Background: an optimization exercise with open tools, aiming at small area. Do not read the settings as production practice.
In this exercise RTL edits were held to simulation tests only and were not proved equivalent to the original.
Power and IR drop assume default switching activity. No driver is modelled on the clock port, so clocking that relies on it looks cheaper here than on a real chip.

==> v36 <==
// cameraFilterTop
module cameraFilterTop (
  input  logic                 D5M_PIXLCLK,
  input  logic                 rstN,
  input  sensorPkg::rawPixel   sensorData,
  input  logic                 frameValid,
  input  logic                 lineValid,
  input  logic                 captureStart,
  input  logic                 captureEnd,
  input  logic [2:0]           mode,
  output filterPkg::grayPixel  viewPixel,
  output logic                 viewValid,
  output sensorPkg::frameCount frameTotal,
  output logic                 capturing
);
==> module frameCapture, before the edit <==
module frameCapture (
  input  logic                 D5M_PIXLCLK,
  input  logic                 rstN,
  input  logic                 frameValid,
  input  logic                 lineValid,
  input  logic                 captureStart,
  input  logic                 captureEnd,
  output logic                 sampleValid,
  output logic                 colOdd,
  output logic                 quadDone,
  output logic                 gaussWin,
  output logic                 edgeWin,
  output sensorPkg::frameCount frameTotal,
  output logic                 capturing
);
  logic       fvalReg;
  logic       lvalReg;
  logic       startReg;
  logic       endReg;
  logic       fvalPrev;
  logic       lvalPrev;
  logic       startPending;
  logic       endPending;
  logic       rowOdd;
  logic [2:0] colHalf;
  logic [2:0] rowHalf;
  logic       frameRise;
  logic       frameFall;
  logic       lineFall;
  sensorPkg::frameCount frameNext;
  always_comb
  begin
    logic c;
    c = frameFall && capturing;
    for (int i = 0; i < 32; i++)
    begin
      frameNext[i] = frameTotal[i] ^ c;
      c = frameTotal[i] & c;
    end
  end
  assign frameRise   = fvalReg && !fvalPrev;
  assign frameFall   = !fvalReg && fvalPrev;
  assign lineFall    = !lvalReg && lvalPrev;
  assign sampleValid = fvalReg && lvalReg;
  assign quadDone = capturing && sampleValid && rowOdd && colOdd;
  assign gaussWin = quadDone && (colHalf[2] || colHalf[1]) && (rowHalf[2] || rowHalf[1]);
  assign edgeWin  = quadDone && colHalf[2] && rowHalf[2];
  always_ff @(posedge D5M_PIXLCLK or negedge rstN)
  begin
    if (!rstN)
    begin
      fvalReg      <= 1'b0;
      lvalReg      <= 1'b0;
      startReg     <= 1'b0;
      endReg       <= 1'b0;
      fvalPrev     <= 1'b0;
      lvalPrev     <= 1'b0;
      startPending <= 1'b0;
      endPending   <= 1'b0;
      capturing    <= 1'b0;
      frameTotal   <= '0;
    end
    else
    begin
      fvalReg  <= frameValid;
      lvalReg  <= lineValid;
      startReg <= captureStart;
      endReg   <= captureEnd;
      fvalPrev <= fvalReg;
      lvalPrev <= lvalReg;
      startPending <= startReg || (startPending && !frameRise);
      endPending   <= endReg || (endPending && !frameFall);
      if (frameRise && startPending)
        capturing <= 1'b1;
      else if (frameFall && endPending)
        capturing <= 1'b0;
      frameTotal <= frameNext;
    end
  end
  always_ff @(posedge D5M_PIXLCLK)
  begin
    if (!fvalReg)
    begin
      colOdd  <= 1'b0;
      colHalf <= '0;
      rowOdd  <= 1'b0;
      rowHalf <= '0;
    end
    else if (sampleValid)
    begin
      colOdd <= !colOdd;
      if (colOdd && !colHalf[2])
        colHalf <= colHalf + 1'b1;
    end
    else if (lineFall)
    begin
      colOdd  <= 1'b0;
      colHalf <= '0;
      rowOdd  <= !rowOdd;
      if (rowOdd && !rowHalf[2])
        rowHalf <= rowHalf + 1'b1;
    end
  end
endmodule
clock: 10.0 ns
lec_check: 0
cap_margin: 20
core_margin: 2
core_utilization: 40
cts_cluster_diameter: 90
cts_cluster_size: 30
slew_margin: 20
synth_hierarchical: 1
synth_minimum_keep_size: 0
standard.sh (not shown) runs the stock make flow with config.mk's settings and CLKGATE_MAP_FILE= SYNTH_SCRIPT=/design/flow/synth_recipe.tcl, a recipe that flattens the netlist after the stock synthesis.
==> flow/flow/run.sh <==
#!/bin/bash
# The standard layout (standard.sh, unchanged synthesis and steps), with two
# arguments of its own: ports are buffered with the smallest buffer, and the
# clock tree is built from larger sink clusters without dummy balancing loads.
# The whole make output goes to layout.log in the work folder; ORFS keeps each
# step's log under orfs/logs/.
set -euo pipefail
cd "$(dirname "$0")/.."
export BUFFER_PORTS_ARGS="-buffer_cell sky130_fd_sc_hd__buf_1"
export CTS_ARGS="-sink_clustering_enable -repair_clock_nets -sink_clustering_size 32 -sink_clustering_max_diameter 100 -dont_use_dummy_load"
status=0
bash standard.sh > layout.log 2>&1 || status=$?
tail -n 20 layout.log
exit $status
==> inputs of v20, as changes to v36 <==
--- a/flow/design.v
+++ b/flow/design.v
@@ -82,6 +82,10 @@
       endPending   <= 1'b0;
       capturing    <= 1'b0;
       frameTotal   <= '0;
+      colOdd       <= 1'b0;
+      rowOdd       <= 1'b0;
+      colHalf      <= '0;
+      rowHalf      <= '0;
     end
     else
     begin
@@ -98,30 +102,27 @@
       else if (frameFall && endPending)
         capturing <= 1'b0;
       frameTotal <= frameNext;
-    end
-  end
-  always_ff @(posedge D5M_PIXLCLK)
-  begin
-    if (!fvalReg)
-    begin
-      colOdd  <= 1'b0;
-      colHalf <= '0;
-      rowOdd  <= 1'b0;
-      rowHalf <= '0;
-    end
-    else if (sampleValid)
-    begin
-      colOdd <= !colOdd;
-      if (colOdd && !colHalf[2])
-        colHalf <= colHalf + 1'b1;
-    end
-    else if (lineFall)
-    begin
-      colOdd  <= 1'b0;
-      colHalf <= '0;
-      rowOdd  <= !rowOdd;
-      if (rowOdd && !rowHalf[2])
-        rowHalf <= rowHalf + 1'b1;
+      if (!fvalReg)
+      begin
+        colOdd  <= 1'b0;
+        colHalf <= '0;
+        rowOdd  <= 1'b0;
+        rowHalf <= '0;
+      end
+      else if (sampleValid)
+      begin
+        colOdd <= !colOdd;
+        if (colOdd && !colHalf[2])
+          colHalf <= colHalf + 1'b1;
+      end
+      else if (lineFall)
+      begin
+        colOdd  <= 1'b0;
+        colHalf <= '0;
+        rowOdd  <= !rowOdd;
+        if (rowOdd && !rowHalf[2])
+          rowHalf <= rowHalf + 1'b1;
+      end
     end
   end
 endmodule
--- a/flow/flow/run.sh
+++ b/flow/flow/run.sh
@@ -7,7 +7,7 @@
 set -euo pipefail
 cd "$(dirname "$0")/.."
 export BUFFER_PORTS_ARGS="-buffer_cell sky130_fd_sc_hd__buf_1"
-export CTS_ARGS="-sink_clustering_enable -repair_clock_nets -sink_clustering_size 32 -sink_clustering_max_diameter 100 -dont_use_dummy_load"
+export CTS_ARGS="-sink_clustering_enable -repair_clock_nets -sink_clustering_size 30 -sink_clustering_max_diameter 90 -dont_use_dummy_load"
 status=0
 bash standard.sh > layout.log 2>&1 || status=$?
 tail -n 20 layout.log
==> results.txt <==
quantity	v20	v36
Met3 track demand over resource in global routing	1.95%	1.93%
Post-place setup slack	0.401 ns	0.440 ns
Number of instances in the synthesized netlist	2893	2899
Horizontal extent of the die	426 µm	426 µm
Worst-margin pin slew	1.25 ns	1.06 ns
Post-synth cell types	63	64
Worst path required time	10.60 ns	10.58 ns
Post-synth net total	3288	3294
Finished Layout Cells	5386	5388
Die H	426 µm	426 µm
Worst hold slack	0.359 ns	0.361 ns
Via count of the first global-routing pass	24800	24600
Number of buffers created by CTS	82	78
Global-route wire length before repair	146000 µm	145000 µm
Worst vdd rail ir drop	0.141 mV	0.174 mV
Repair and plain buffers	86	87
Placed inst area	0.0746 mm²	0.0746 mm²
Combinational logic power	170 µW	166 µW
Fraction of layout cells with a size suffix above 1	4.29%	4.06%
RePlAce Congestion	0.801	0.802
Inverter count of the layout excluding clock inverters	90	89
Result of the run	no timing/DRC/antenna violations	no timing/DRC/antenna violations
Async SR Flop Fraction	2.88%	2.50%
DR WL met3	2970 µm	3210 µm
Cell area after layout	0.0767 mm²	0.0766 mm²

## port drivers added, routing unchanged
How much do the figures lean on ideal ports? The routed layouts below were timed once more, with nothing changed but the port constraints. Step 1 assumes that a clkbuf_16 drives the clock port and a buf_2 every other input. Step 2 times the ports against the registers' clock, not the clock port: input delays grow and output delays shrink by t, the midpoint of the rising clock arrivals with the driver on. Slacks: ideal ports / drivers / drivers and shift; pairs: ideal ports / drivers.
run	shift t [ns]	setup WS [ns]	worst setup path at the end	clock arrival spread, ns	slew at the worst register clock pin (ns)
v36	0.759	0.640 / 0.640 / 0.640	register to register	0.116 / 0.116	0.12 / 0.12
v20	0.761	0.607 / 0.607 / 0.607	register to register	0.112 / 0.112	0.11 / 0.11
After both steps every run listed still meets setup and hold.
